From an optimization exercise on the open Yosys and OpenROAD flow, aimed at small area, a short achievable clock period and few clock cycles per item; shortcuts taken in it are not production practice.
Only simulation tests tie the RTL to the original design; equivalence was not proved.
Power and IR drop assume default switching activity.

==> flow/run.sh <==
#!/bin/bash
# synth_recipe.tcl (not shown) runs the flow's synth.tcl, then flattens the netlist and writes it again
# the make line also repeats each setting of config.mk as NAME=value (left out here)
make -C /OpenROAD-flow-scripts/flow DESIGN_CONFIG=/design/flow/config.mk WORK_HOME=/design/flow/orfs CLKGATE_MAP_FILE= SYNTH_SCRIPT=/design/flow/synth_recipe.tcl finish
==> flow/config.mk <==
export PLATFORM = sky130hd
export DESIGN_NAME = multichannel_running_median
export DESIGN_NICKNAME = multichannel_running_median
export VERILOG_FILES = /design/flow/design.v
export SDC_FILE = /design/flow/constraint.sdc
export NUM_CORES = 4
export LEC_CHECK = 0
export ABC_CLOCK_PERIOD_IN_PS = 2300
export CAP_MARGIN = 20
export CORE_MARGIN = 2
export CORE_UTILIZATION = 60
export CTS_CLUSTER_DIAMETER = 60
export CTS_CLUSTER_SIZE = 28
export PLACE_DENSITY = 0.75
export SETUP_SLACK_MARGIN = 3.0
export SLEW_MARGIN = 20
==> flow/constraint.sdc <==
create_clock -name core_clock -period 5.3 [get_ports {i_clk}]
set_input_delay 1.0600 -clock core_clock [delete_from_list [all_inputs] [get_ports {i_clk}]]
set_output_delay 1.0600 -clock core_clock [all_outputs]
set_load 0.01 [all_outputs]
==> flow/design.v <==
`default_nettype none
package mrm_pkg;
    localparam int WINDOW   = 3;
    localparam int CHANNELS = 8;
    localparam int CH_W     = 3;
    localparam int SAMPLE_W = 32;
endpackage
`default_nettype wire
`default_nettype none
module mrm_cmp_half (
    input  wire  [mrm_pkg::SAMPLE_W-1:0] i_a,
    input  wire  [mrm_pkg::SAMPLE_W-1:0] i_b,
    input  wire  [mrm_pkg::SAMPLE_W-1:0] i_c,
    output logic [2:0]                   o_hi_lt,
    output logic [2:0]                   o_hi_eq,
    output logic [2:0]                   o_lo_lt
);
    localparam int W = mrm_pkg::SAMPLE_W;
    localparam int H = W / 2;
    function automatic logic [1:0] ult_eq(input logic [H-1:0] x, input logic [H-1:0] y);
        logic [H-1:0] lt, eq;
        lt = ~x & y;
        eq = ~(x ^ y);
        for (int s = 1; s < H; s = s * 2) begin
            for (int i = 0; i < H; i = i + 2 * s) begin
                lt[i] = lt[i+s] | (eq[i+s] & lt[i]);
                eq[i] = eq[i+s] & eq[i];
            end
        end
        ult_eq = {lt[0], eq[0]};
    endfunction
    logic [W-1:0] ua, ub, uc;
    assign ua = i_a ^ (W'(1) << (W - 1));
    assign ub = i_b ^ (W'(1) << (W - 1));
    assign uc = i_c ^ (W'(1) << (W - 1));
    logic [1:0] ab_hi, ac_hi, bc_hi, ab_lo, ac_lo, bc_lo;
    assign ab_hi = ult_eq(ua[W-1:H], ub[W-1:H]);
    assign ac_hi = ult_eq(ua[W-1:H], uc[W-1:H]);
    assign bc_hi = ult_eq(ub[W-1:H], uc[W-1:H]);
    assign ab_lo = ult_eq(ua[H-1:0], ub[H-1:0]);
    assign ac_lo = ult_eq(ua[H-1:0], uc[H-1:0]);
    assign bc_lo = ult_eq(ub[H-1:0], uc[H-1:0]);
    assign o_hi_lt = {bc_hi[1], ac_hi[1], ab_hi[1]};
    assign o_hi_eq = {bc_hi[0], ac_hi[0], ab_hi[0]};
    assign o_lo_lt = {bc_lo[1], ac_lo[1], ab_lo[1]};
endmodule
module mrm_pick (
    input  wire  [2:0] i_hi_lt,
    input  wire  [2:0] i_hi_eq,
    input  wire  [2:0] i_lo_lt,
    output logic [2:0] o_pick
);
    logic lt_ab, lt_ac, lt_bc;
    logic pick_a, pick_b, pick_c;
    assign {lt_bc, lt_ac, lt_ab} = i_hi_lt | (i_hi_eq & i_lo_lt);
    assign pick_a = lt_ab ^ lt_ac;
    assign pick_c = !pick_a && (lt_bc != lt_ab);
    assign pick_b = !pick_a && (lt_bc == lt_ab);
    assign o_pick = {pick_c, pick_b, pick_a};
endmodule
`default_nettype wire
`default_nettype none
module multichannel_running_median (
    input  wire                                  i_clk,
    input  wire                                  i_rst_n,
    input  wire                                  i_in_valid,
    output logic                                 i_in_ready,
    input  wire  [mrm_pkg::CH_W-1:0]             i_in_channel,
    input  wire  [mrm_pkg::SAMPLE_W-1:0]         i_in_sample,
    output logic                                 o_out_valid,
    input  wire                                  o_out_ready,
    output logic [mrm_pkg::CH_W-1:0]             o_out_channel,
    output logic [mrm_pkg::SAMPLE_W-1:0]         o_out_median
);
    localparam int NCH = mrm_pkg::CHANNELS;
    localparam int SW  = mrm_pkg::SAMPLE_W;
    localparam int CW  = mrm_pkg::CH_W;
    logic [NCH*SW-1:0] r_h0, r_h1;
    logic [NCH-1:0]    r_v0, r_v1;
    logic              r_m_valid;
    logic [CW-1:0]     r_m_channel;
    logic [SW-1:0]     r_m_a, r_m_b, r_m_c;
    logic              r_s_valid;
    logic [CW-1:0]     r_s_channel;
    logic [SW-1:0]     r_s_a, r_s_b, r_s_c;
    logic [2:0]        r_s_hi_lt, r_s_hi_eq, r_s_lo_lt;
    logic              r_q0_valid, r_q1_valid;
    logic [CW-1:0]     r_q0_channel, r_q1_channel;
    logic [SW-1:0]     r_q0_median, r_q1_median;
    logic              r_ready;
    logic              accept, pop, s_move, s_load, m_move, m_load;
    logic [NCH-1:0]    ch_hot;
    logic [SW-1:0]     rd_a, rd_b;
    logic [2:0]        hi_lt, hi_eq, lo_lt, pick;
    logic [SW-1:0]     median;
    assign i_in_ready    = r_ready;
    assign o_out_valid   = r_q0_valid;
    assign o_out_channel = r_q0_channel;
    assign o_out_median  = r_q0_median;
    assign accept = i_in_valid && r_ready;
    assign pop    = r_q0_valid && o_out_ready;
    assign s_move = r_s_valid && (!r_q1_valid || pop);
    assign s_load = !r_s_valid || s_move;
    assign m_move = r_m_valid && s_load;
    assign m_load = !r_m_valid || m_move;
    always_comb begin
        rd_a = '0;
        rd_b = '0;
        for (int c = 0; c < NCH; c++) begin
            ch_hot[c] = i_in_channel == CW'(c);
            rd_a = rd_a | ({SW{ch_hot[c] && r_v0[c]}} & r_h0[c*SW +: SW]);
            rd_b = rd_b | ({SW{ch_hot[c] && r_v1[c]}} & r_h1[c*SW +: SW]);
        end
    end
    always_ff @(posedge i_clk) begin
        for (int c = 0; c < NCH; c++) begin
            if (accept && ch_hot[c]) begin
                r_h0[c*SW +: SW] <= r_h1[c*SW +: SW];
                r_h1[c*SW +: SW] <= i_in_sample;
            end
        end
    end
    always_ff @(posedge i_clk) begin
        if (!i_rst_n) begin
            r_v0 <= '0;
            r_v1 <= '0;
        end else begin
            for (int c = 0; c < NCH; c++) begin
                if (accept && ch_hot[c]) begin
                    r_v0[c] <= r_v1[c];
                    r_v1[c] <= 1'b1;
                end
            end
        end
    end
    always_ff @(posedge i_clk) begin
        if (m_load) begin
            r_m_channel <= i_in_channel;
            r_m_a       <= rd_a;
            r_m_b       <= rd_b;
            r_m_c       <= i_in_sample;
        end
    end
    mrm_cmp_half u_cmp (
        .i_a     (r_m_a),
        .i_b     (r_m_b),
        .i_c     (r_m_c),
        .o_hi_lt (hi_lt),
        .o_hi_eq (hi_eq),
        .o_lo_lt (lo_lt)
    );
    always_ff @(posedge i_clk) begin
        if (s_load) begin
            r_s_channel <= r_m_channel;
            r_s_a       <= r_m_a;
            r_s_b       <= r_m_b;
            r_s_c       <= r_m_c;
            r_s_hi_lt   <= hi_lt;
            r_s_hi_eq   <= hi_eq;
            r_s_lo_lt   <= lo_lt;
        end
    end
    mrm_pick u_pick (
        .i_hi_lt (r_s_hi_lt),
        .i_hi_eq (r_s_hi_eq),
        .i_lo_lt (r_s_lo_lt),
        .o_pick  (pick)
    );
    assign median = ({SW{pick[0]}} & r_s_a) |
                    ({SW{pick[1]}} & r_s_b) |
                    ({SW{pick[2]}} & r_s_c);
    logic n_m_valid, n_s_valid, n_q0_valid, n_q1_valid;
    always_comb begin
        n_m_valid  = accept || (r_m_valid && !m_move);
        n_s_valid  = m_move || (r_s_valid && !s_move);
        n_q0_valid = r_q0_valid;
        n_q1_valid = r_q1_valid;
        if (pop) begin
            n_q0_valid = r_q1_valid || s_move;
            n_q1_valid = r_q1_valid && s_move;
        end else if (s_move) begin
            n_q0_valid = 1'b1;
            n_q1_valid = r_q0_valid;
        end
    end
    always_ff @(posedge i_clk) begin
        if (!i_rst_n) begin
            r_m_valid  <= 1'b0;
            r_s_valid  <= 1'b0;
            r_q0_valid <= 1'b0;
            r_q1_valid <= 1'b0;
            r_ready    <= 1'b1;
        end else begin
            r_m_valid  <= n_m_valid;
            r_s_valid  <= n_s_valid;
            r_q0_valid <= n_q0_valid;
            r_q1_valid <= n_q1_valid;
            r_ready    <= !(n_m_valid && n_s_valid && n_q0_valid && n_q1_valid);
        end
    end
    always_ff @(posedge i_clk) begin
        if (pop) begin
            if (r_q1_valid) begin
                r_q0_channel <= r_q1_channel;
                r_q0_median  <= r_q1_median;
            end else begin
                r_q0_channel <= r_s_channel;
                r_q0_median  <= median;
            end
        end else if (!r_q0_valid) begin
            r_q0_channel <= r_s_channel;
            r_q0_median  <= median;
        end
        if (s_move && (r_q1_valid || (r_q0_valid && !pop))) begin
            r_q1_channel <= r_s_channel;
            r_q1_median  <= median;
        end
    end
endmodule
`default_nettype wire
==> impl_table.tex, run 1 <==
\begin{tabular}{lr}
\hline
Metric & Value \\
\hline
\multicolumn{2}{l}{\textbf{Worst setup path}} \\
\quad Highest fanout seen on the critical path & 26 \\
\quad Flop-to-flop setup slack & 3.11 ns \\
\quad Critical R2R Capture & r\_s\_lo\_lt[0] \\
\quad FF-to-FF path depth & 6 \\
\quad CP bufs+invs & 2 \\
\quad CP Launch Type & input port \\
\quad Reg-to-Reg Start & r\_m\_a[5] \\
\quad Critical Path End & r\_m\_a[31] \\
\quad Crit-path cells & buf\_4, nor2\_1, and3\_2, buf\_6, a222oi\_1, nand3\_1 \\
\quad Worst setup path startpoint & i\_in\_channel[1] \\
\quad Arr. time, crit path & 2.61 ns \\
\quad Worst path depth & 6 \\
\quad Type of the setup path with the least slack & in2reg \\
\quad Required time of the critical path & 5.64 ns \\
\quad Slowest cell delay on critical path & 0.39 ns \\
\quad Cell with the largest stage delay on the worst path & sky130\_fd\_sc\_hd\_\_a222oi\_1 \\
\quad Setup crit end kind & flop \\
\quad CP delay by family, top & simple AND/OR/NAND/NOR gates \\
\multicolumn{2}{l}{\textbf{Route}} \\
\quad Number of remaining DRC errors & 0 \\
\quad Final WL & 68900 um \\
\quad Vias/cell & 6.63 \\
\quad Detailed-route wire length per cell & 27.4 um \\
\quad Detailed router's first-iteration violation count & 2879 \\
\quad Antenna-violating nets left & 0 \\
\quad 1st-pass router iterations & 10 \\
\quad Vias after detailed routing & 16700 \\
\multicolumn{2}{l}{\textbf{Final layout}} \\
\quad Final design area excluding fillers & 0.0338 mm2 \\
\quad Final core utilization & 0.672 \\
\quad Area added between synthesis and finish & 10.3\% \\
\quad Final \#Nets & 1950 \\
\quad Number of diodes & 0 \\
\quad Most frequent cells in the layout & 789 x sky130\_fd\_sc\_hd\_\_edfxtp\_1, 128 x sky130\_fd\_sc\_hd\_\_a222oi\_1, 101 x sky130\_fd\_sc\_hd\_\_nand3\_1 \\
\quad Total of fill cells in the finished design & 3236 \\
\quad Layout cells sized above 1 & 0.105 \\
\quad Commonest non-fill, non-tap cell in the layout & sky130\_fd\_sc\_hd\_\_edfxtp\_1 \\
\quad Non-filler instance count after layout & 2516 \\
\multicolumn{2}{l}{\textbf{Timing}} \\
\quad Final period demand of the worst path & 2.28 ns \\
\quad Number of hold violations in the final report & 0 \\
\quad Final setup slack of the worst path & 3.02 ns \\
\quad Share of the clock period used by the worst path after layout & 0.429 \\
\quad Max-slew headroom & 0.495 \\
\quad Skew final & 0.0355 ns \\
\quad Unrepaired setup endpoints after global routing & false \\
\quad Slew Limit Fails & 0 \\
\quad Worst slew pin tran & 0.755 ns \\
\quad Highest attainable clock frequency & 439 MHz \\
\quad Final setup violation count & 0 \\
\multicolumn{2}{l}{\textbf{Synth}} \\
\quad \#FFs+latches synth & 810 \\
\quad Yosys Warn Count & 2 \\
\quad Share of synthesized cell area in full adder, half adder and majority cells & 0.0383 \\
\quad Post-synthesis share of cell area spent on xor and xnor gates & 0.00135 \\
\quad Post-synthesis simple-gate area fraction & 0.0466 \\
\quad Total standard cell area after synthesis & 0.0307 mm2 \\
\quad Async set-reset flop share out of synthesis & 0 \\
\quad Yosys cell types & 50 \\
\quad Net count after synthesis & 1865 \\
\quad Fraction of the mapped netlist area in compound gates & 0.0924 \\
\quad Multiplexer share of the synthesized area & 0.0111 \\
\quad Cell count after synthesis & 1733 \\
\quad Prevailing post-synth register cell & sky130\_fd\_sc\_hd\_\_edfxtp\_1 \\
\quad Largest family of logic cells by synthesized area & compound AO/OA/AOI/OAI gates \\
\quad Synthesized area divided by synthesized cell count & 17.7 um2 \\
\quad Portion of the post-synthesis area used by sequential elements & 0.787 \\
\quad Count of flip-flops with a built-in enable after synthesis & 789 \\
\multicolumn{2}{l}{\textbf{GRT}} \\
\quad Pin count of the biggest net entering global routing & 97 \\
\quad Global-route wire length before repair & 103000 um \\
\quad Antenna violations before repair & 1 \\
\quad Via count of the first global-routing pass & 16600 \\
\quad Remaining global-route overflow & 0 \\
\quad Tot GR Track Use & 0.264 \\
\multicolumn{2}{l}{\textbf{Pwr}} \\
\quad Leakage power & 0.0115 uW \\
\quad Power density relative to cell area & 354 mW/mm2 \\
\quad Maximum VDD drop & 0.222 mV \\
\quad Pwr Total & 12000 uW \\
\multicolumn{2}{l}{\textbf{Placed design}} \\
\quad Routability Congestion & 0.842 \\
\quad Post-place setup slack & 1.46 ns \\
\quad Half-perimeter wire length after detailed placement & 40100 um \\
\quad Inst Count DP & 2434 \\
\quad DP Area & 0.0323 mm2 \\
\quad Count of port buffers added during placement & 75 \\
\multicolumn{2}{l}{\textbf{Hold path}} \\
\quad Tightest Hold Check Type & reg2reg \\
\quad Hold depth & 0 \\
\multicolumn{2}{l}{\textbf{Clocking}} \\
\quad TritonCTS Buffers & 41 \\
\quad Clock latency on the worst-skew pair & 0.62 ns \\
\quad Cell chosen for the clock root & sky130\_fd\_sc\_hd\_\_clkbuf\_16 \\
\quad Number of H-tree levels & 2 \\
\quad Number of sinks handled by clock tree synthesis & 810 \\
\quad Total of hold buffers inserted after clock tree synthesis & 0 \\
\quad Buffers from clock root to sink, at most & 3 \\
\quad CTS clk-pin slew, worst paths & 0.10 ns \\
\quad TritonCTS clock tree & done \\
\multicolumn{2}{l}{\textbf{Floorplan}} \\
\quad Site row count & 82 \\
\quad Starting density of the core & 0.610 \\
\quad Die boundary width & 230 um \\
\quad Die boundary height & 230 um \\
\quad Placeable core area & 0.0503 mm2 \\
\quad Die Area & 0.0529 mm2 \\
\quad I/O pin count & 76 \\
\multicolumn{2}{l}{\textbf{Status}} \\
\quad Status & complete, no violations \\
\multicolumn{2}{l}{\textbf{Run}} \\
\quad Number of max-cap violations & 0 \\
\hline
\end{tabular}
==> synthesized netlist by cell type, types with 5 or more instances <==
master                       n  area share
sky130_fd_sc_hd__a222oi_1  128       0.042
sky130_fd_sc_hd__dfxtp_1    21       0.014
sky130_fd_sc_hd__nor2_1     18      0.0022
sky130_fd_sc_hd__nand2_1   103       0.013
sky130_fd_sc_hd__mux2i_1    34       0.011
sky130_fd_sc_hd__buf_4      15      0.0037
sky130_fd_sc_hd__buf_2      27      0.0044
sky130_fd_sc_hd__nand3_1   102       0.017
sky130_fd_sc_hd__ha_1       93       0.038
sky130_fd_sc_hd__o21a_1      8      0.0020
sky130_fd_sc_hd__a21oi_1    39      0.0064
sky130_fd_sc_hd__o21ai_1     8      0.0013
sky130_fd_sc_hd__buf_6       7      0.0026
sky130_fd_sc_hd__nor3_1      5     0.00082
sky130_fd_sc_hd__o21ai_0    42      0.0069
sky130_fd_sc_hd__a22oi_1    64       0.016
sky130_fd_sc_hd__nor3b_2     6      0.0024
sky130_fd_sc_hd__edfxtp_1  789        0.77
sky130_fd_sc_hd__a21boi_0    9      0.0022
sky130_fd_sc_hd__nand4_1    16      0.0033
sky130_fd_sc_hd__inv_1      65      0.0080
sky130_fd_sc_hd__o211ai_1   35      0.0086
sky130_fd_sc_hd__a21o_1     15      0.0037
sky130_fd_sc_hd__clkbuf_1   35      0.0043
==> state kept, by name, indices dropped and copies added (netlist names), 8 cells and up <==
register / count
r_h0: 256
r_h1: 256
r_m_a: 32
r_m_b: 32
r_m_c: 32
r_q0_median: 32
r_q1_median: 32
r_s_a: 32
r_s_b: 32
r_s_c: 32
r_v0: 8
r_v1: 8
==> routing by layer <==
| metal | track usage | vias to the layer above | share of wire |
|---|---|---|---|
| li1 | - | 7257 | - |
| met1 | 0.383 | 8244 | 0.39 |
| met2 | 0.401 | 1043 | 0.45 |
| met3 | 0.0621 | 134 | 0.13 |
| met4 | 0.0819 | 2 | 0.028 |
| met5 | 0 | - | 0.00019 |
==> cells by family after synthesis <==
kind of cell,after synthesis
DFF,810
AOI/OAI and AO/OA,362
buffers and inverters,151
and+or+nand+nor,279
adders and majority gates,94
muxes,34
xor gates and xnor gates,3
==> worst min path at each step <==
stage                   startpoint             end  slack [ns]
floorplan           r_m_channel[0]  r_s_channel[0]        0.40
global placement    r_m_channel[2]  r_s_channel[2]        0.40
detailed placement  r_m_channel[0]  r_s_channel[0]        0.42
CTS                 r_m_channel[2]  r_s_channel[2]        0.41
global route        r_m_channel[2]  r_s_channel[2]        0.42
finish              r_m_channel[2]  r_s_channel[2]        0.42
==> cell type report <==
cell class | instances | area [um2] | area share
multi-input combinational | 773 | 6020 | 0.178
clock buffer | 46 | 1110 | 0.0328
clock inverter | 23 | 280 | 0.00829
sequential | 810 | 24100 | 0.714
tap | 672 | 841 | 0.0249
inverter | 65 | 244 | 0.00722
timing repair buffer | 127 | 1180 | 0.0351
==> report_power, final <==
group / internal, uW / total [uW] / switching [uW]
combinational: 353 / 938 / 585
clock: 1650 / 3670 / 2030
sequential: 7250 / 7350 / 96.9
==> metrics by stage <==
| stage | hold slack, ns | TNS (ns) |
|---|---|---|
| 2_1_floorplan | 0.400 | -4.12 |
| 3_3_place_gp | 0.403 | 0 |
| 3_5_place_dp | 0.422 | 0 |
| 4_1_cts | 0.415 | 0 |
| 5_1_grt | 0.422 | 0 |
| 6_report | 0.418 | 0 |
==> repair_timing <==
item / in CTS / in global routing
endpoints found under the setup margin: 795 / 214
gates cloned: 2 / 0
gates resized for setup: 151 / 26
buffers inserted: 9 / 2
pin swaps: 2 / 5
Testbench counts, summed over its fixed seeds: cycles 24,024, items 24,000.
==> run 2, diff against run 1 <==
--- a/flow/config.mk
+++ b/flow/config.mk
@@ -8,9 +8,9 @@
 export ABC_CLOCK_PERIOD_IN_PS = 2300
 export CAP_MARGIN = 20
 export CORE_MARGIN = 2
-export CORE_UTILIZATION = 60
+export CORE_UTILIZATION = 62
 export CTS_CLUSTER_DIAMETER = 60
 export CTS_CLUSTER_SIZE = 28
 export PLACE_DENSITY = 0.75
-export SETUP_SLACK_MARGIN = 3.0
+export SETUP_SLACK_MARGIN = 3.15
 export SLEW_MARGIN = 20
==> impl_table.tex, run 2 <==
\begin{tabular}{lr}
\hline
Metric & Value \\
\hline
\multicolumn{2}{l}{\textbf{Synth}} \\
\quad \#FFs+latches synth & 810 (unchanged) \\
\quad Net count after synthesis & 1865 (unchanged) \\
\quad Yosys Warn Count & 2 (unchanged) \\
\quad Synthesized area divided by synthesized cell count & 17.7 um2 (unchanged) \\
\quad Total standard cell area after synthesis & 0.0307 mm2 (unchanged) \\
\quad Commonest cells in the netlist & 789 x sky130\_fd\_sc\_hd\_\_edfxtp\_1, 128 x sky130\_fd\_sc\_hd\_\_a222oi\_1, 103 x sky130\_fd\_sc\_hd\_\_nand2\_1 \\
\quad Yosys cell types & 50 (unchanged) \\
\quad Async set-reset flop share out of synthesis & 0 (unchanged) \\
\quad Leading area contributor after synthesis & sky130\_fd\_sc\_hd\_\_edfxtp\_1 \\
\quad Cell with the most instances after synthesis & sky130\_fd\_sc\_hd\_\_edfxtp\_1 \\
\quad Share of Yosys cell area claimed by the top area cell type & 0.773 (unchanged) \\
\quad Count of flip-flops with a built-in enable after synthesis & 789 (unchanged) \\
\quad Prevailing post-synth register cell & sky130\_fd\_sc\_hd\_\_edfxtp\_1 \\
\quad Top area cells in the synthesized netlist & sky130\_fd\_sc\_hd\_\_edfxtp\_1 77\%, sky130\_fd\_sc\_hd\_\_a222oi\_1 4.2\%, sky130\_fd\_sc\_hd\_\_ha\_1 3.8\% \\
\quad Portion of the post-synthesis area used by sequential elements & 0.787 (unchanged) \\
\quad Cell count after synthesis & 1733 (unchanged) \\
\multicolumn{2}{l}{\textbf{Placed design}} \\
\quad Inst Count DP & 2429 (-0.21\%) \\
\quad Post-place setup slack & 0.951 ns (-0.505 ns) \\
\quad Routability Congestion & 0.876 (+4.1\%) \\
\quad Half-perimeter wire length after detailed placement & 41000 um (+2.3\%) \\
\quad Count of port buffers added during placement & 75 (unchanged) \\
\multicolumn{2}{l}{\textbf{Timing}} \\
\quad Slew Limit Fails & 0 (unchanged) \\
\quad Highest attainable clock frequency & 446 MHz (+1.4\%) \\
\quad Worst slew pin tran & 0.846 ns (+0.0902 ns) \\
\quad Sum of negative setup slack & 0 ns (unchanged) \\
\quad Max-slew headroom & 0.434 (-0.0603) \\
\quad Share of the clock period used by the worst path after layout & 0.423 (-0.00613) \\
\quad Unrepaired setup endpoints after global routing & true \\
\quad Skew final & 0.0305 ns (-0.00504 ns) \\
\quad Final setup violation count & 0 (unchanged) \\
\quad Final period demand of the worst path & 2.24 ns (-0.0325 ns) \\
\quad Number of hold violations in the final report & 0 (unchanged) \\
\quad Final setup slack of the worst path & 3.06 ns (+0.0325 ns) \\
\multicolumn{2}{l}{\textbf{Final layout}} \\
\quad Layout cells sized above 1 & 0.124 (+0.0184) \\
\quad Most frequent cells in the layout & 789 x sky130\_fd\_sc\_hd\_\_edfxtp\_1, 128 x sky130\_fd\_sc\_hd\_\_a222oi\_1, 101 x sky130\_fd\_sc\_hd\_\_nand2\_1, 101 x sky130\_fd\_sc\_hd\_\_nand3\_1, 89 x sky130\_fd\_sc\_hd\_\_ha\_1 \\
\quad Total of fill cells in the finished design & 3019 (-6.7\%) \\
\quad Commonest non-fill, non-tap cell in the layout & sky130\_fd\_sc\_hd\_\_edfxtp\_1 \\
\quad Final \#Nets & 1977 (+1.4\%) \\
\quad Largest registers ranked by flip-flop count & r\_h0: 256 flops, r\_h1: 256 flops \\
\quad Number of diodes & 0 (unchanged) \\
\quad Area added between synthesis and finish & 11.5\% \\
\quad Non-filler instance count after layout & 2541 (+0.99\%) \\
\multicolumn{2}{l}{\textbf{Floorplan}} \\
\quad Die Area & 0.0512 mm2 (-3.2\%) \\
\quad Placeable core area & 0.0488 mm2 (-2.8\%) \\
\quad Starting density of the core & 0.627 (+0.0178) \\
\quad Site row count & 81 (-1.2\%) \\
\quad Die boundary height & 226 um (-1.6\%) \\
\quad I/O pin count & 76 (unchanged) \\
\quad Die boundary width & 226 um (-1.6\%) \\
\multicolumn{2}{l}{\textbf{Clocking}} \\
\quad TritonCTS clock tree & done \\
\quad Cell chosen for the clock root & sky130\_fd\_sc\_hd\_\_clkbuf\_16 \\
\quad Buffers from clock root to sink, at most & 3 (unchanged) \\
\quad Total of hold buffers inserted after clock tree synthesis & 0 (unchanged) \\
\quad Clock latency on the worst-skew pair & 0.62 ns (about the same) \\
\quad Number of sinks handled by clock tree synthesis & 810 (unchanged) \\
\quad Number of H-tree levels & 2 (unchanged) \\
\quad CTS clk-pin slew, worst paths & 0.10 ns (about the same) \\
\quad TritonCTS Buffers & 43 (+4.9\%) \\
\multicolumn{2}{l}{\textbf{GRT}} \\
\quad Pin count of the biggest net entering global routing & 67 (-31\%) \\
\quad Remaining global-route overflow & 0 (unchanged) \\
\quad Antenna violations before repair & 2 (+1) \\
\quad Tot GR Track Use & 0.277 (+0.0138) \\
\quad Via count of the first global-routing pass & 16300 (-1.6\%) \\
\quad Global-route wire length before repair & 103000 um (about the same) \\
\multicolumn{2}{l}{\textbf{Route}} \\
\quad 1st-pass router iterations & 7 (-3) \\
\quad Vias/cell & 6.69 (+0.95\%) \\
\quad Final WL & 70100 um (+1.7\%) \\
\quad Vias after detailed routing & 17000 (+1.9\%) \\
\quad Number of remaining DRC errors & 0 (unchanged) \\
\quad Detailed-route wire length per cell & 27.6 um (+0.74\%) \\
\quad Detailed router's first-iteration violation count & 2898 (+0.66\%) \\
\quad Antenna-violating nets left & 0 (unchanged) \\
\multicolumn{2}{l}{\textbf{Worst setup path}} \\
\quad Highest fanout seen on the critical path & 1 (-96\%) \\
\quad CP delay by family, top & flip-flops \\
\quad Slowest cell delay on critical path & 0.41 ns (+0.02 ns) \\
\quad CP bufs+invs & 1 (-1) \\
\quad CP Launch Type & flop \\
\quad Cell with the largest stage delay on the worst path & sky130\_fd\_sc\_hd\_\_edfxtp\_1 \\
\quad Setup crit end kind & primary output \\
\quad Arr. time, crit path & 1.18 ns (-1.43 ns) \\
\quad Flop-to-flop setup slack & 3.12 ns (about the same) \\
\quad Required time of the critical path & 4.24 ns (-1.40 ns) \\
\quad Crit-path cells & buf\_2 \\
\quad Type of the setup path with the least slack & reg2out \\
\multicolumn{2}{l}{\textbf{Status}} \\
\quad Status & complete, no violations \\
\multicolumn{2}{l}{\textbf{Pwr}} \\
\quad Maximum VDD drop & 0.219 mV (-1.7\%) \\
\quad Pwr Total & 12100 uW (+1.4\%) \\
\quad Leakage power & 0.0117 uW (+1.7\%) \\
\quad Power density relative to cell area & 355 mW/mm2 (+0.27\%) \\
\multicolumn{2}{l}{\textbf{Run}} \\
\quad Number of max-cap violations & 0 (unchanged) \\
\multicolumn{2}{l}{\textbf{Hold path}} \\
\quad Tightest Hold Check Type & reg2reg \\
\hline
\end{tabular}
==> run 2: path summary, 6_finish.rpt <==
| kind | from | endpoint | depth (start not counted) |
|---|---|---|---|
| max | r_q0_median[3] | o_out_median[3] | 1 |
| min reg2reg | r_m_channel[2] | r_s_channel[2] | 0 |
| max reg2reg | r_m_b[13] | r_s_lo_lt[0] | 6 |
| min | r_m_channel[2] | r_s_channel[2] | 0 |
==> run 2: worst reg2reg max path: stages (launching register included) <==
cell	delay, ns
sky130_fd_sc_hd__edfxtp_1	0.52
sky130_fd_sc_hd__buf_4	0.21
sky130_fd_sc_hd__ha_4	0.21
sky130_fd_sc_hd__a21o_1	0.18
sky130_fd_sc_hd__a21o_1	0.18
sky130_fd_sc_hd__a221o_1	0.29
sky130_fd_sc_hd__or3_4	0.34
==> run 2: final cells by class <==
cell class	instances	area, um2	share of cell area
Clock buffer	50	1120	0.0329
Clock inverter	27	333	0.00973
Inverter	65	244	0.00714
Multi-Input combinational cell	776	6160	0.180
Sequential cell	810	24100	0.705
Tap cell	664	831	0.0243
Timing Repair Buffer	149	1380	0.0404
==> run 2: what timing repair did <==
item | in CTS | in global routing
pin swaps | 12 | 10
endpoints found under the setup margin | 892 | 138
endpoints found under the hold margin | 0 | 0
resized for setup | 201 | 22
cloned | 5 | 0
buffers inserted | 16 | 14
==> run 2: through the flow <==
stage	hold slack (ns)	cell area [um2]	utilization
after floorplan	0.400	30700	-
after global placement	0.404	32300	0.662
after detailed placement	0.406	32300	0.662
after CTS	0.429	34000	0.695
after global routing	0.444	34200	0.700
final	0.434	34200	0.700
==> run 2: power by group <==
group          leakage, uW  internal (uW)  total (uW)  switching, uW
Combinational      0.00306            383         999            616
Sequential         0.00797           7250        7350            100
Clock             0.000702           1640        3780           2140
==> run 2: kinds of logic after synthesis <==
kind of cell               Yosys count  synth area share
AOI/OAI and AO/OA                  362            0.0924
xor gates and xnor gates             3           0.00135
adders and majority gates           94            0.0383
buffers and inverters              151            0.0236
DFF                                810             0.787
muxes                               34            0.0111
and+or+nand+nor                    279            0.0466
==> run 2: metal layers <==
layer / vias up / track usage / part of all wire
met2: 1181 / 0.417 / 0.46
met1: 8361 / 0.416 / 0.39
met4: 2 / 0.0783 / 0.021
li1: 7343 / - / -
met5: - / 0 / 0.00017
met3: 118 / 0.0606 / 0.13
==> run 3, diff against run 2 <==
--- a/flow/config.mk
+++ b/flow/config.mk
@@ -12,5 +12,5 @@
 export CTS_CLUSTER_DIAMETER = 60
 export CTS_CLUSTER_SIZE = 28
 export PLACE_DENSITY = 0.75
-export SETUP_SLACK_MARGIN = 3.15
+export SETUP_SLACK_MARGIN = 3.3
 export SLEW_MARGIN = 20
==> impl_table.tex, run 3 <==
\begin{tabular}{lr}
\hline
Metric & Value \\
\hline
\multicolumn{2}{l}{\textbf{Status}} \\
\quad Status & complete, no violations \\
\multicolumn{2}{l}{\textbf{Synth}} \\
\quad Post-synthesis simple-gate area fraction & 0.0466 (unchanged) \\
\quad Count of flip-flops with a built-in enable after synthesis & 789 (unchanged) \\
\quad Prevailing post-synth register cell & sky130\_fd\_sc\_hd\_\_edfxtp\_1 \\
\quad Portion of the post-synthesis area used by sequential elements & 0.787 (unchanged) \\
\quad Multiplexer share of the synthesized area & 0.0111 (unchanged) \\
\quad Post-synthesis share of cell area spent on xor and xnor gates & 0.00135 (unchanged) \\
\quad Share of synthesized cell area in full adder, half adder and majority cells & 0.0383 (unchanged) \\
\quad Cell with the most instances after synthesis & sky130\_fd\_sc\_hd\_\_edfxtp\_1 \\
\quad Yosys Warn Count & 2 (unchanged) \\
\quad Total standard cell area after synthesis & 0.0307 mm2 (unchanged) \\
\quad Commonest cells in the netlist & 789 x sky130\_fd\_sc\_hd\_\_edfxtp\_1, 128 x sky130\_fd\_sc\_hd\_\_a222oi\_1, 103 x sky130\_fd\_sc\_hd\_\_nand2\_1 \\
\quad \#FFs+latches synth & 810 (unchanged) \\
\quad Net count after synthesis & 1865 (unchanged) \\
\quad Top area cells in the synthesized netlist & sky130\_fd\_sc\_hd\_\_edfxtp\_1 77\%, sky130\_fd\_sc\_hd\_\_a222oi\_1 4.2\%, sky130\_fd\_sc\_hd\_\_ha\_1 3.8\% \\
\quad Synthesized area divided by synthesized cell count & 17.7 um2 (unchanged) \\
\quad Leading area contributor after synthesis & sky130\_fd\_sc\_hd\_\_edfxtp\_1 \\
\quad Async set-reset flop share out of synthesis & 0 (unchanged) \\
\quad Largest family of logic cells by synthesized area & compound AO/OA/AOI/OAI gates \\
\quad Share of Yosys cell area claimed by the top area cell type & 0.773 (unchanged) \\
\quad Fraction of the mapped netlist area in compound gates & 0.0924 (unchanged) \\
\quad Cell count after synthesis & 1733 (unchanged) \\
\quad Yosys cell types & 50 (unchanged) \\
\multicolumn{2}{l}{\textbf{Clocking}} \\
\quad Number of sinks handled by clock tree synthesis & 810 (unchanged) \\
\quad Total of hold buffers inserted after clock tree synthesis & 0 (unchanged) \\
\quad Cell chosen for the clock root & sky130\_fd\_sc\_hd\_\_clkbuf\_16 \\
\quad TritonCTS clock tree & done \\
\quad CTS clk-pin slew, worst paths & 0.11 ns (about the same) \\
\quad Number of H-tree levels & 2 (unchanged) \\
\quad Clock latency on the worst-skew pair & 0.64 ns (+0.02 ns) \\
\quad TritonCTS Buffers & 42 (-2.3\%) \\
\quad Buffers from clock root to sink, at most & 3 (unchanged) \\
\multicolumn{2}{l}{\textbf{Timing}} \\
\quad Unrepaired setup endpoints after global routing & true \\
\quad Final setup violation count & 0 (unchanged) \\
\quad Share of the clock period used by the worst path after layout & 0.421 (-0.00244) \\
\quad Max-slew headroom & 0.465 (+0.0307) \\
\quad Highest attainable clock frequency & 448 MHz (+0.58\%) \\
\quad Number of hold violations in the final report & 0 (unchanged) \\
\quad Worst slew pin tran & 0.801 ns (-0.0448 ns) \\
\quad Final period demand of the worst path & 2.23 ns (-0.0130 ns) \\
\quad Slew Limit Fails & 0 (unchanged) \\
\quad Final setup slack of the worst path & 3.07 ns (+0.0130 ns) \\
\quad Skew final & 0.0479 ns (+0.0174 ns) \\
\multicolumn{2}{l}{\textbf{Pwr}} \\
\quad Power Internal & 9250 uW (-0.27\%) \\
\quad Fraction of power consumed by the clock network & 0.303 (-0.009) \\
\quad Net switching share of the total power & 0.232 (-0.00299) \\
\quad Switch Pwr & 2800 uW (-1.9\%) \\
\quad Fraction of power consumed by sequential logic & 0.610 (+0.004) \\
\quad Pwr Total & 12100 uW (-0.66\%) \\
\quad Leakage power & 0.0119 uW (+1.4\%) \\
\quad Power density relative to cell area & 348 mW/mm2 (-2.0\%) \\
\quad Maximum VDD drop & 0.252 mV (+15\%) \\
\quad Proportion of power drawn by combinational gates & 0.087 (+0.005) \\
\multicolumn{2}{l}{\textbf{Final layout}} \\
\quad Area added between synthesis and finish & 13.1\% \\
\quad Most frequent cells in the layout & 789 x sky130\_fd\_sc\_hd\_\_edfxtp\_1, 128 x sky130\_fd\_sc\_hd\_\_a222oi\_1, 101 x sky130\_fd\_sc\_hd\_\_nand2\_1, 101 x sky130\_fd\_sc\_hd\_\_nand3\_1, 79 x sky130\_fd\_sc\_hd\_\_ha\_1 \\
\quad Layout cells sized above 1 & 0.152 (+0.0285) \\
\quad Non-filler instance count after layout & 2557 (+0.63\%) \\
\quad Largest registers ranked by flip-flop count & r\_h0: 256 flops, r\_h1: 256 flops \\
\quad Number of diodes & 0 (unchanged) \\
\quad Commonest non-fill, non-tap cell in the layout & sky130\_fd\_sc\_hd\_\_edfxtp\_1 \\
\quad Final core utilization & 0.710 (+0.00989) \\
\quad Final \#Nets & 1996 (+0.96\%) \\
\multicolumn{2}{l}{\textbf{Worst setup path}} \\
\quad Critical R2R Capture & r\_s\_lo\_lt[1] \\
\quad Critical Path End & o\_out\_median[10] \\
\quad Type of the setup path with the least slack & reg2out \\
\quad Required time of the critical path & 4.24 ns (about the same) \\
\quad Worst path depth & 1 (unchanged) \\
\quad Setup crit end kind & primary output \\
\quad Flop-to-flop setup slack & 3.13 ns (about the same) \\
\quad Reg-to-Reg Start & r\_m\_a[5] \\
\quad CP bufs+invs & 1 (unchanged) \\
\quad Highest fanout seen on the critical path & 1 (unchanged) \\
\quad Slowest cell delay on critical path & 0.41 ns (about the same) \\
\quad Cell with the largest stage delay on the worst path & sky130\_fd\_sc\_hd\_\_edfxtp\_1 \\
\quad Worst setup path startpoint & r\_q0\_median[10] \\
\quad Arr. time, crit path & 1.17 ns (about the same) \\
\quad Crit-path cells & buf\_2 \\
\quad CP Launch Type & flop \\
\quad FF-to-FF path depth & 6 (unchanged) \\
\quad CP delay by family, top & flip-flops \\
\multicolumn{2}{l}{\textbf{Route}} \\
\quad 1st-pass router iterations & 10 (+3) \\
\quad Vias after detailed routing & 17300 (+1.6\%) \\
\quad Antenna-violating nets left & 0 (unchanged) \\
\quad Final WL & 73600 um (+4.9\%) \\
\quad Detailed-route wire length per cell & 28.8 um (+4.3\%) \\
\quad Number of remaining DRC errors & 0 (unchanged) \\
\quad Vias/cell & 6.76 (+0.97\%) \\
\quad Detailed router's first-iteration violation count & 2966 (+2.3\%) \\
\multicolumn{2}{l}{\textbf{Floorplan}} \\
\quad Placeable core area & 0.0488 mm2 (unchanged) \\
\quad Site row count & 81 (unchanged) \\
\quad Starting density of the core & 0.627 (unchanged) \\
\quad Die Area & 0.0512 mm2 (unchanged) \\
\quad I/O pin count & 76 (unchanged) \\
\quad Die boundary height & 226 um (unchanged) \\
\quad Die boundary width & 226 um (unchanged) \\
\multicolumn{2}{l}{\textbf{Placed design}} \\
\quad Count of port buffers added during placement & 75 (unchanged) \\
\quad Routability Congestion & 0.860 (-1.8\%) \\
\quad Post-place setup slack & 1.21 ns (+0.264 ns) \\
\quad Half-perimeter wire length after detailed placement & 40200 um (-1.8\%) \\
\quad Inst Count DP & 2420 (-0.37\%) \\
\multicolumn{2}{l}{\textbf{GRT}} \\
\quad Remaining global-route overflow & 0 (unchanged) \\
\quad Tot GR Track Use & 0.283 (+0.00524) \\
\quad Global-route wire length before repair & 105000 um (+1.5\%) \\
\quad Via count of the first global-routing pass & 16600 (+1.6\%) \\
\quad Pin count of the biggest net entering global routing & 67 (unchanged) \\
\quad Antenna violations before repair & 0 (-2) \\
\multicolumn{2}{l}{\textbf{Hold path}} \\
\quad Tightest Hold Check Type & reg2reg \\
\multicolumn{2}{l}{\textbf{Run}} \\
\quad Number of max-cap violations & 0 (unchanged) \\
\hline
\end{tabular}
run 3: cell types whose count changed in the layout (fill, tap and decap cells not counted), moves of 6 or more:
| cell | delta |
|---|---|
| sky130_fd_sc_hd__a21oi_1 | -6 |
| sky130_fd_sc_hd__ha_4 | +10 |
| sky130_fd_sc_hd__buf_4 | +7 |
| sky130_fd_sc_hd__ha_1 | -10 |
| sky130_fd_sc_hd__a21oi_2 | +6 |
run 3: how the worst min path moves through the flow:
stage	startpoint	to	slack (ns)	depth (start not counted)
after floorplan	r_m_channel[0]	r_s_channel[0]	0.40	0
after global placement	r_m_channel[0]	r_s_channel[0]	0.41	0
after detailed placement	r_m_channel[1]	r_s_channel[1]	0.41	0
after CTS	r_m_channel[1]	r_s_channel[1]	0.43	0
after global routing	r_m_channel[1]	r_s_channel[1]	0.44	0
final	r_h1[48]	r_h0[48]	0.42	0
run 3: cell families after synthesis:
group / Yosys count
and+or+nand+nor: 279
DFF: 810
adders and majority gates: 94
muxes: 34
AOI/OAI and AO/OA: 362
xor gates and xnor gates: 3
buffers and inverters: 151
run 3: cell type report:
cell class,count,area [um2]
sequential,810,24100
fill,2995,14200
multi-input combinational,779,6430
timing repair buffer,166,1690
clock buffer,45,1060
tap,664,831
clock inverter,28,299
inverter,65,244
run 3: metrics by stage:
step	hold slack, ns	area, um2	TNS (ns)
after floorplan	0.400	30700	-4.12
after detailed placement	0.412	32300	0
after CTS	0.432	34200	0
final	0.419	34700	0
after global routing	0.436	34700	0
after global placement	0.405	32300	0
run 3: metal layers:
metal  share of wire  GRT usage  wire, um
met5               0          0         0
met4           0.032     0.0951      2350
met3            0.13     0.0582      9690
met2            0.46      0.431     33900
met1            0.38      0.413     27700
run 3: worst register-to-register path, stage by stage (launching register included):
cell                       delay [ns]
sky130_fd_sc_hd__edfxtp_1        0.48
sky130_fd_sc_hd__inv_1           0.16
sky130_fd_sc_hd__ha_1            0.26
sky130_fd_sc_hd__a21oi_1         0.16
sky130_fd_sc_hd__o21ai_1         0.12
sky130_fd_sc_hd__a221o_1         0.38
sky130_fd_sc_hd__or3_4           0.35
run 3: repair_timing:
item,CTS,global route
buffers inserted,33,16
pin swaps,24,24
endpoints found under the setup margin,983,245
gates resized for setup,237,45
cloned,8,7
run 3: power groups by stage:
stage / clock network [uW] / registers (uW) / logic [uW]
after floorplan: 0 / 7510 / 585
after global placement: 0 / 7490 / 958
after detailed placement: 0 / 7500 / 977
after CTS: 3670 / 7350 / 1010
after global routing: 3890 / 7370 / 1130
final: 3650 / 7350 / 1040
==> run 4, diff against run 3 <==
--- a/flow/config.mk
+++ b/flow/config.mk
@@ -8,9 +8,9 @@
 export ABC_CLOCK_PERIOD_IN_PS = 2300
 export CAP_MARGIN = 20
 export CORE_MARGIN = 2
-export CORE_UTILIZATION = 62
+export CORE_UTILIZATION = 64
 export CTS_CLUSTER_DIAMETER = 60
 export CTS_CLUSTER_SIZE = 28
-export PLACE_DENSITY = 0.75
-export SETUP_SLACK_MARGIN = 3.3
+export PLACE_DENSITY = 0.78
+export SETUP_SLACK_MARGIN = 3.2
 export SLEW_MARGIN = 20
==> impl_table.tex, run 4 <==
\begin{tabular}{lr}
\hline
Metric & Value \\
\hline
\multicolumn{2}{l}{\textbf{Pwr}} \\
\quad Maximum VDD drop & 0.217 mV (-14\%) \\
\quad Power density relative to cell area & 360 mW/mm2 (+3.6\%) \\
\quad Pwr Total & 12300 uW (+2.4\%) \\
\quad Leakage power & 0.0118 uW (-0.98\%) \\
\multicolumn{2}{l}{\textbf{Clocking}} \\
\quad Total of hold buffers inserted after clock tree synthesis & 0 (unchanged) \\
\quad Clock latency on the worst-skew pair & 0.63 ns (about the same) \\
\quad CTS clk-pin slew, worst paths & 0.09 ns (-0.02 ns) \\
\quad Buffers from clock root to sink, at most & 3 (unchanged) \\
\quad TritonCTS Buffers & 45 (+7.1\%) \\
\quad TritonCTS clock tree & done \\
\quad Cell chosen for the clock root & sky130\_fd\_sc\_hd\_\_clkbuf\_16 \\
\quad Number of H-tree levels & 2 (unchanged) \\
\quad Number of sinks handled by clock tree synthesis & 810 (unchanged) \\
\multicolumn{2}{l}{\textbf{Synth}} \\
\quad Prevailing post-synth register cell & sky130\_fd\_sc\_hd\_\_edfxtp\_1 \\
\quad Largest family of logic cells by synthesized area & compound AO/OA/AOI/OAI gates \\
\quad Yosys cell types & 50 (unchanged) \\
\quad Leading area contributor after synthesis & sky130\_fd\_sc\_hd\_\_edfxtp\_1 \\
\quad Post-synthesis simple-gate area fraction & 0.0466 (unchanged) \\
\quad Fraction of the mapped netlist area in compound gates & 0.0924 (unchanged) \\
\quad Count of flip-flops with a built-in enable after synthesis & 789 (unchanged) \\
\quad Cell with the most instances after synthesis & sky130\_fd\_sc\_hd\_\_edfxtp\_1 \\
\quad Net count after synthesis & 1865 (unchanged) \\
\quad Yosys Warn Count & 2 (unchanged) \\
\quad Cell count after synthesis & 1733 (unchanged) \\
\quad Share of Yosys cell area claimed by the top area cell type & 0.773 (unchanged) \\
\quad \#FFs+latches synth & 810 (unchanged) \\
\quad Commonest cells in the netlist & 789 x sky130\_fd\_sc\_hd\_\_edfxtp\_1, 128 x sky130\_fd\_sc\_hd\_\_a222oi\_1, 103 x sky130\_fd\_sc\_hd\_\_nand2\_1 \\
\quad Share of synthesized cell area in full adder, half adder and majority cells & 0.0383 (unchanged) \\
\quad Top area cells in the synthesized netlist & sky130\_fd\_sc\_hd\_\_edfxtp\_1 77\%, sky130\_fd\_sc\_hd\_\_a222oi\_1 4.2\%, sky130\_fd\_sc\_hd\_\_ha\_1 3.8\% \\
\quad Synthesized area divided by synthesized cell count & 17.7 um2 (unchanged) \\
\quad Multiplexer share of the synthesized area & 0.0111 (unchanged) \\
\quad Total standard cell area after synthesis & 0.0307 mm2 (unchanged) \\
\quad Async set-reset flop share out of synthesis & 0 (unchanged) \\
\quad Portion of the post-synthesis area used by sequential elements & 0.787 (unchanged) \\
\quad Post-synthesis share of cell area spent on xor and xnor gates & 0.00135 (unchanged) \\
\multicolumn{2}{l}{\textbf{Worst setup path}} \\
\quad Flop-to-flop setup slack & 3.16 ns (+0.03 ns) \\
\quad CP bufs+invs & 1 (unchanged) \\
\quad Setup crit end kind & primary output \\
\quad Reg-to-Reg Start & r\_m\_b[13] \\
\quad Arr. time, crit path & 1.17 ns (about the same) \\
\quad Critical R2R Capture & r\_s\_lo\_lt[0] \\
\quad CP Launch Type & flop \\
\quad Slowest cell delay on critical path & 0.40 ns (about the same) \\
\quad FF-to-FF path depth & 6 (unchanged) \\
\quad Required time of the critical path & 4.24 ns (about the same) \\
\quad CP delay by family, top & flip-flops \\
\quad Highest fanout seen on the critical path & 1 (unchanged) \\
\quad Type of the setup path with the least slack & reg2out \\
\quad Crit-path cells & buf\_2 \\
\quad Cell with the largest stage delay on the worst path & sky130\_fd\_sc\_hd\_\_edfxtp\_1 \\
\multicolumn{2}{l}{\textbf{Timing}} \\
\quad Unrepaired setup endpoints after global routing & true \\
\quad Skew final & 0.0382 ns (-0.00976 ns) \\
\quad Worst slew pin tran & 0.796 ns (-0.00456 ns) \\
\quad Highest attainable clock frequency & 449 MHz (+0.23\%) \\
\quad Share of the clock period used by the worst path after layout & 0.420 (-0.000960) \\
\quad Number of hold violations in the final report & 0 (unchanged) \\
\quad Max-slew headroom & 0.469 (+0.00391) \\
\quad Slew Limit Fails & 0 (unchanged) \\
\quad Final period demand of the worst path & 2.23 ns (-0.00509 ns) \\
\quad Final setup violation count & 0 (unchanged) \\
\multicolumn{2}{l}{\textbf{Floorplan}} \\
\quad Die Area & 0.0497 mm2 (-3.1\%) \\
\quad Die boundary width & 223 um (-1.5\%) \\
\quad Starting density of the core & 0.645 (+0.0172) \\
\quad I/O pin count & 76 (unchanged) \\
\quad Site row count & 80 (-1.2\%) \\
\quad Placeable core area & 0.0475 mm2 (-2.7\%) \\
\quad Die boundary height & 223 um (-1.5\%) \\
\multicolumn{2}{l}{\textbf{Run}} \\
\quad Number of max-cap violations & 0 (unchanged) \\
\multicolumn{2}{l}{\textbf{Route}} \\
\quad Detailed router's first-iteration violation count & 2762 (-6.9\%) \\
\quad Antenna-violating nets left & 0 (unchanged) \\
\quad 1st-pass router iterations & 9 (-1) \\
\quad Detailed-route wire length per cell & 28.6 um (-0.82\%) \\
\quad Vias/cell & 6.88 (+1.8\%) \\
\quad Final WL & 71200 um (-3.3\%) \\
\quad Vias after detailed routing & 17100 (-0.75\%) \\
\quad Number of remaining DRC errors & 0 (unchanged) \\
\multicolumn{2}{l}{\textbf{Status}} \\
\quad Status & complete, no violations \\
\multicolumn{2}{l}{\textbf{GRT}} \\
\quad Via count of the first global-routing pass & 17000 (+2.9\%) \\
\quad Tot GR Track Use & 0.286 (+0.00378) \\
\quad Pin count of the biggest net entering global routing & 67 (unchanged) \\
\quad Remaining global-route overflow & 0 (unchanged) \\
\quad Global-route wire length before repair & 104000 um (-0.13\%) \\
\quad Antenna violations before repair & 2 (+2) \\
\multicolumn{2}{l}{\textbf{Final layout}} \\
\quad Commonest non-fill, non-tap cell in the layout & sky130\_fd\_sc\_hd\_\_edfxtp\_1 \\
\quad Final \#Nets & 1973 (-1.2\%) \\
\quad Area added between synthesis and finish & 11.9\% \\
\quad Largest registers ranked by flip-flop count & r\_h0: 256 flops, r\_h1: 256 flops \\
\quad Most frequent cells in the layout & 789 x sky130\_fd\_sc\_hd\_\_edfxtp\_1, 128 x sky130\_fd\_sc\_hd\_\_a222oi\_1, 101 x sky130\_fd\_sc\_hd\_\_nand2\_1, 101 x sky130\_fd\_sc\_hd\_\_nand3\_1, 88 x sky130\_fd\_sc\_hd\_\_ha\_1 \\
\quad Layout cells sized above 1 & 0.130 (-0.0221) \\
\quad Total of fill cells in the finished design & 2738 (-8.6\%) \\
\quad Non-filler instance count after layout & 2493 (-2.5\%) \\
\multicolumn{2}{l}{\textbf{Placed design}} \\
\quad Routability Congestion & 0.928 (+7.8\%) \\
\quad Count of port buffers added during placement & 75 (unchanged) \\
\quad Half-perimeter wire length after detailed placement & 40200 um (-0.17\%) \\
\quad Inst Count DP & 2372 (-2.0\%) \\
\multicolumn{2}{l}{\textbf{Hold path}} \\
\quad Tightest Hold Check Type & reg2reg \\
\quad Hold path start & r\_m\_channel[1] \\
\quad Hold depth & 0 (unchanged) \\
\quad Capture endpoint of the worst hold path & r\_s\_channel[1] \\
\hline
\end{tabular}
-- run 4: cell counts after synthesis --
No cell type changed its count.
-- run 4: power breakdown --
part / internal [uW] / total (uW) / switching [uW] / leakage (uW)
logic: 377 / 993 / 616 / 0.00305
clock network: 1810 / 4000 / 2190 / 0.000766
registers: 7250 / 7360 / 103 / 0.00797
-- run 4: worst max-delay path by stage --
stage / from / end / slack, ns / cells past startpoint
2_1_floorplan: o_out_ready / r_m_a[0] / -0.04 / 3
3_3_place_gp: i_in_channel[1] / r_m_b[0] / 1.39 / 6
3_5_place_dp: i_in_channel[0] / r_m_b[18] / 1.20 / 6
4_1_cts: r_q0_median[8] / o_out_median[8] / 3.05 / 1
5_1_grt: r_q0_median[11] / o_out_median[11] / 3.05 / 1
6_report: r_q0_median[8] / o_out_median[8] / 3.07 / 1
-- run 4: logic make-up after synthesis --
kind of cell,Yosys count
compound gates,362
xor+xnor,3
fa+ha+maj,94
buf+inv,151
flops,810
mux,34
simple gates,279
-- run 4: repair_timing --
item / CTS / global route
setup endpoints to repair: 941 / 242
setup buffers: 19 / 9
pin swaps: 15 / 9
gates cloned: 6 / 3
resized for setup: 224 / 33
-- run 4: per-layer routing --
metal / GRT usage / vias to the layer above / wire, um
li1: - / 7323 / -
met1: 0.399 / 8553 / 26300
met2: 0.450 / 1140 / 33600
met3: 0.0768 / 133 / 9620
met4: 0.0870 / 0 / 1670
met5: 0 / - / 0
-- run 4: area by class of cell --
type                       instances  area [um2]  share of cell area
antenna                            1        2.50           0.0000730
sequential                       810       24100               0.703
clock buffer                      52        1190              0.0348
multi-input combinational        777        6210               0.181
tap                              615         769              0.0224
clock inverter                    31         395              0.0115
timing repair buffer             142        1360              0.0396
inverter                          65         244             0.00711
-- run 4: stage by stage --
| step | setup TNS (ns) | hold WS (ns) | utilization | area [um2] | setup WS (ns) |
|---|---|---|---|---|---|
| 2_1_floorplan | -4.12 | 0.400 | - | 30700 | -0.0417 |
| 3_3_place_gp | 0 | 0.401 | 0.677 | 32200 | 1.39 |
| 3_5_place_dp | 0 | 0.406 | 0.677 | 32200 | 1.20 |
| 4_1_cts | 0 | 0.430 | 0.716 | 34100 | 3.05 |
| 5_1_grt | 0 | 0.436 | 0.721 | 34300 | 3.05 |
| 6_report | 0 | 0.422 | 0.721 | 34300 | 3.07 |
==> run 5, diff against run 4 <==
--- a/flow/config.mk
+++ b/flow/config.mk
@@ -12,5 +12,5 @@
 export CTS_CLUSTER_DIAMETER = 60
 export CTS_CLUSTER_SIZE = 28
 export PLACE_DENSITY = 0.78
-export SETUP_SLACK_MARGIN = 3.2
+export SETUP_SLACK_MARGIN = 3.1
 export SLEW_MARGIN = 20
==> impl_table.tex, run 5 <==
\begin{tabular}{lr}
\hline
Metric & Value \\
\hline
\multicolumn{2}{l}{\textbf{Status}} \\
\quad Status & complete, no violations \\
\multicolumn{2}{l}{\textbf{Route}} \\
\quad Detailed-route wire length per cell & 28.3 um (-0.86\%) \\
\quad Final WL & 70300 um (-1.3\%) \\
\quad Vias/cell & 6.86 (-0.24\%) \\
\quad Number of remaining DRC errors & 0 (unchanged) \\
\quad 1st-pass router iterations & 9 (unchanged) \\
\quad Vias after detailed routing & 17000 (-0.64\%) \\
\quad Antenna-violating nets left & 0 (unchanged) \\
\quad Detailed router's first-iteration violation count & 2909 (+5.3\%) \\
\multicolumn{2}{l}{\textbf{Worst setup path}} \\
\quad Arr. time, crit path & 2.59 ns (+1.42 ns) \\
\quad Type of the setup path with the least slack & reg2reg \\
\quad CP Launch Type & flop \\
\quad Highest fanout seen on the critical path & 2 (+1) \\
\quad Required time of the critical path & 5.66 ns (+1.42 ns) \\
\quad Setup crit end kind & flop \\
\multicolumn{2}{l}{\textbf{Synth}} \\
\quad Share of Yosys cell area claimed by the top area cell type & 0.773 (unchanged) \\
\quad Yosys cell types & 50 (unchanged) \\
\quad Total standard cell area after synthesis & 0.0307 mm2 (unchanged) \\
\quad Cell count after synthesis & 1733 (unchanged) \\
\quad Yosys Warn Count & 2 (unchanged) \\
\quad Portion of the post-synthesis area used by sequential elements & 0.787 (unchanged) \\
\quad Commonest cells in the netlist & 789 x sky130\_fd\_sc\_hd\_\_edfxtp\_1, 128 x sky130\_fd\_sc\_hd\_\_a222oi\_1, 103 x sky130\_fd\_sc\_hd\_\_nand2\_1 \\
\quad Cell with the most instances after synthesis & sky130\_fd\_sc\_hd\_\_edfxtp\_1 \\
\quad Top area cells in the synthesized netlist & sky130\_fd\_sc\_hd\_\_edfxtp\_1 77\%, sky130\_fd\_sc\_hd\_\_a222oi\_1 4.2\%, sky130\_fd\_sc\_hd\_\_ha\_1 3.8\% \\
\quad \#FFs+latches synth & 810 (unchanged) \\
\quad Synthesized area divided by synthesized cell count & 17.7 um2 (unchanged) \\
\quad Prevailing post-synth register cell & sky130\_fd\_sc\_hd\_\_edfxtp\_1 \\
\quad Leading area contributor after synthesis & sky130\_fd\_sc\_hd\_\_edfxtp\_1 \\
\quad Net count after synthesis & 1865 (unchanged) \\
\quad Async set-reset flop share out of synthesis & 0 (unchanged) \\
\quad Count of flip-flops with a built-in enable after synthesis & 789 (unchanged) \\
\multicolumn{2}{l}{\textbf{Timing}} \\
\quad Final period demand of the worst path & 2.23 ns (+0.00739 ns) \\
\quad Hold slack & 0.427 ns (+0.00578 ns) \\
\quad Unrepaired setup endpoints after global routing & true \\
\quad Highest attainable clock frequency & 448 MHz (-0.33\%) \\
\quad Final setup violation count & 0 (unchanged) \\
\quad Share of the clock period used by the worst path after layout & 0.421 (+0.00139) \\
\quad Number of hold violations in the final report & 0 (unchanged) \\
\quad Worst slew pin tran & 0.950 ns (+0.154 ns) \\
\quad Slew Limit Fails & 0 (unchanged) \\
\quad Max-slew headroom & 0.366 (-0.103) \\
\quad Skew final & 0.0365 ns (-0.00170 ns) \\
\multicolumn{2}{l}{\textbf{GRT}} \\
\quad Pin count of the biggest net entering global routing & 101 (+51\%) \\
\quad Via count of the first global-routing pass & 17000 (-0.50\%) \\
\quad Remaining global-route overflow & 0 (unchanged) \\
\quad Antenna violations before repair & 2 (unchanged) \\
\quad Tot GR Track Use & 0.285 (-0.00186) \\
\quad Global-route wire length before repair & 104000 um (-0.42\%) \\
\multicolumn{2}{l}{\textbf{Placed design}} \\
\quad Routability Congestion & 0.928 (unchanged) \\
\quad DP Area & 0.0322 mm2 (unchanged) \\
\quad Half-perimeter wire length after detailed placement & 40200 um (unchanged) \\
\quad Count of port buffers added during placement & 75 (unchanged) \\
\multicolumn{2}{l}{\textbf{Final layout}} \\
\quad Area added between synthesis and finish & 11.0\% \\
\quad Layout cells sized above 1 & 0.116 (-0.0138) \\
\quad Final design area excluding fillers & 0.0340 mm2 (-0.74\%) \\
\quad Final core utilization & 0.716 (-0.00537) \\
\quad Final \#Nets & 1963 (-0.51\%) \\
\quad Commonest non-fill, non-tap cell in the layout & sky130\_fd\_sc\_hd\_\_edfxtp\_1 \\
\quad Largest registers ranked by flip-flop count & r\_h0: 256 flops, r\_h1: 256 flops \\
\quad Most frequent cells in the layout & 789 x sky130\_fd\_sc\_hd\_\_edfxtp\_1, 128 x sky130\_fd\_sc\_hd\_\_a222oi\_1, 101 x sky130\_fd\_sc\_hd\_\_nand2\_1, 101 x sky130\_fd\_sc\_hd\_\_nand3\_1, 92 x sky130\_fd\_sc\_hd\_\_ha\_1 \\
\quad Total of fill cells in the finished design & 2768 (+1.1\%) \\
\multicolumn{2}{l}{\textbf{Clocking}} \\
\quad CTS clk-pin slew, worst paths & 0.10 ns (about the same) \\
\quad Cell chosen for the clock root & sky130\_fd\_sc\_hd\_\_clkbuf\_16 \\
\quad Number of sinks handled by clock tree synthesis & 810 (unchanged) \\
\quad Number of H-tree levels & 2 (unchanged) \\
\quad TritonCTS clock tree & done \\
\quad Total of hold buffers inserted after clock tree synthesis & 0 (unchanged) \\
\quad TritonCTS Buffers & 45 (unchanged) \\
\quad Clock latency on the worst-skew pair & 0.63 ns (about the same) \\
\quad Buffers from clock root to sink, at most & 3 (unchanged) \\
\multicolumn{2}{l}{\textbf{Run}} \\
\quad Number of max-cap violations & 0 (unchanged) \\
\multicolumn{2}{l}{\textbf{Floorplan}} \\
\quad Site row count & 80 (unchanged) \\
\quad I/O pin count & 76 (unchanged) \\
\quad Die boundary height & 223 um (unchanged) \\
\quad Die boundary width & 223 um (unchanged) \\
\quad Die Area & 0.0497 mm2 (unchanged) \\
\quad Starting density of the core & 0.645 (unchanged) \\
\quad Placeable core area & 0.0475 mm2 (unchanged) \\
\multicolumn{2}{l}{\textbf{Hold path}} \\
\quad Tightest Hold Check Type & reg2reg \\
\multicolumn{2}{l}{\textbf{Pwr}} \\
\quad Maximum VDD drop & 0.219 mV (+0.94\%) \\
\quad Leakage power & 0.0117 uW (-0.76\%) \\
\quad Power density relative to cell area & 362 mW/mm2 (+0.46\%) \\
\quad Pwr Total & 12300 uW (-0.29\%) \\
\hline
\end{tabular}
[run 5: cell counts after synthesis]
Identical to the previous run, type by type.
[run 5: layout make-up]
| type | count | area (um2) | area share |
|---|---|---|---|
| flip-flops and latches | 810 | 24100 | 0.709 |
| multi-input cells | 777 | 6110 | 0.180 |
| repair buffers | 132 | 1200 | 0.0351 |
| clock buffers | 52 | 1190 | 0.0351 |
| well taps | 615 | 769 | 0.0226 |
| clock inverters | 31 | 395 | 0.0116 |
| inverters | 65 | 244 | 0.00717 |
| diodes | 1 | 2.50 | 0.0000735 |
[run 5: what timing repair did]
item | 4_1_cts | 5_1_grt
pin swaps | 6 | 4
gates cloned | 6 | 0
resized for setup | 198 | 20
endpoints found under the setup margin | 927 | 217
setup buffers | 16 | 5
[run 5: cell families (layout without fill, tap and decap cells)]
group / after synthesis / in the layout / share of synthesized area
buffers and inverters: 151 / 280 / 0.0236
xor gates and xnor gates: 3 / 5 / 0.00135
muxes: 34 / 34 / 0.0111
AOI/OAI and AO/OA: 362 / 362 / 0.0924
and+or+nand+nor: 279 / 282 / 0.0466
adders and majority gates: 94 / 94 / 0.0383
DFF: 810 / 810 / 0.787
other: 0 / 1 / 0
[run 5: report_power, final]
part | leakage, uW | total (uW) | switching, uW | internal, uW
clock network | 0.000766 | 3980 | 2180 | 1810
registers | 0.00797 | 7360 | 103 | 7250
logic | 0.00296 | 971 | 605 | 366
[run 5: per-stage QoR]
step	setup WS, ns	TNS, ns	std cells
final	3.07	0	2483
after global routing	3.03	0	2483
after CTS	3.05	0	2477
after detailed placement	1.20	0	2372
after global placement	1.39	0	2372
after floorplan	-0.0417	-4.12	1733
[run 5: layer usage]
layer	vias to the layer above	global-route usage	routed length, um
li1	7299	-	-
met3	152	0.0775	9770
met1	8434	0.396	25800
met2	1155	0.448	33000
met4	0	0.0844	1710
met5	-	0	0
[run 5: path summary, 6_finish.rpt]
check                                 endpoint  slack (ns)  depth (start not counted)      startpoint
worst max-delay path              r_s_lo_lt[0]        3.07                          6       r_m_a[13]
worst min-delay path            r_s_channel[1]        0.43                          0  r_m_channel[1]
worst max register to register    r_s_lo_lt[0]        3.07                          6       r_m_a[13]
worst min register to register  r_s_channel[1]        0.43                          0  r_m_channel[1]
[run 5: critical path: stages (launching register included)]
cell,delay (ns)
sky130_fd_sc_hd__edfxtp_1,0.49
sky130_fd_sc_hd__inv_1,0.14
sky130_fd_sc_hd__ha_1,0.35
sky130_fd_sc_hd__a21o_1,0.19
sky130_fd_sc_hd__a21o_1,0.17
sky130_fd_sc_hd__a221o_1,0.28
sky130_fd_sc_hd__or3_1,0.34

## port drivers added, routing unchanged
How much do the figures lean on ideal ports? The routed layouts below were timed once more, with nothing changed but the port constraints.
Step 1: set_driving_cell puts a clkbuf_16 on i_clk and a buf_2 on each other input, an assumption about the parent block.
Step 2, shift: input delay + t, output delay - t, t = (earliest + latest rising clock arrival at the registers) / 2. This alone moves slack from input paths to output paths.
Three values: no drivers, after step 1, after step 2; two values: the first two.
| run | t, ns | setup slack, ns | worst data-port slew with drivers (ns) |
|---|---|---|---|
| run 1 | 0.655 | 3.024 / 2.970 / 2.371 | 0.07 |
| run 2 | 0.667 | 3.057 / 2.998 / 2.429 | 0.09 |
| run 3 | 0.672 | 3.069 / 3.014 / 2.568 | 0.10 |
| run 4 | 0.666 | 3.075 / 3.019 / 2.511 | 0.09 |
| run 5 | 0.663 | 3.067 / 3.030 / 2.424 | 0.09 |
After both steps setup and hold are still met in every run listed. The setup slack of run 1, which loses most, moves by -0.054 ns with the drivers and by -0.653 ns with both steps.
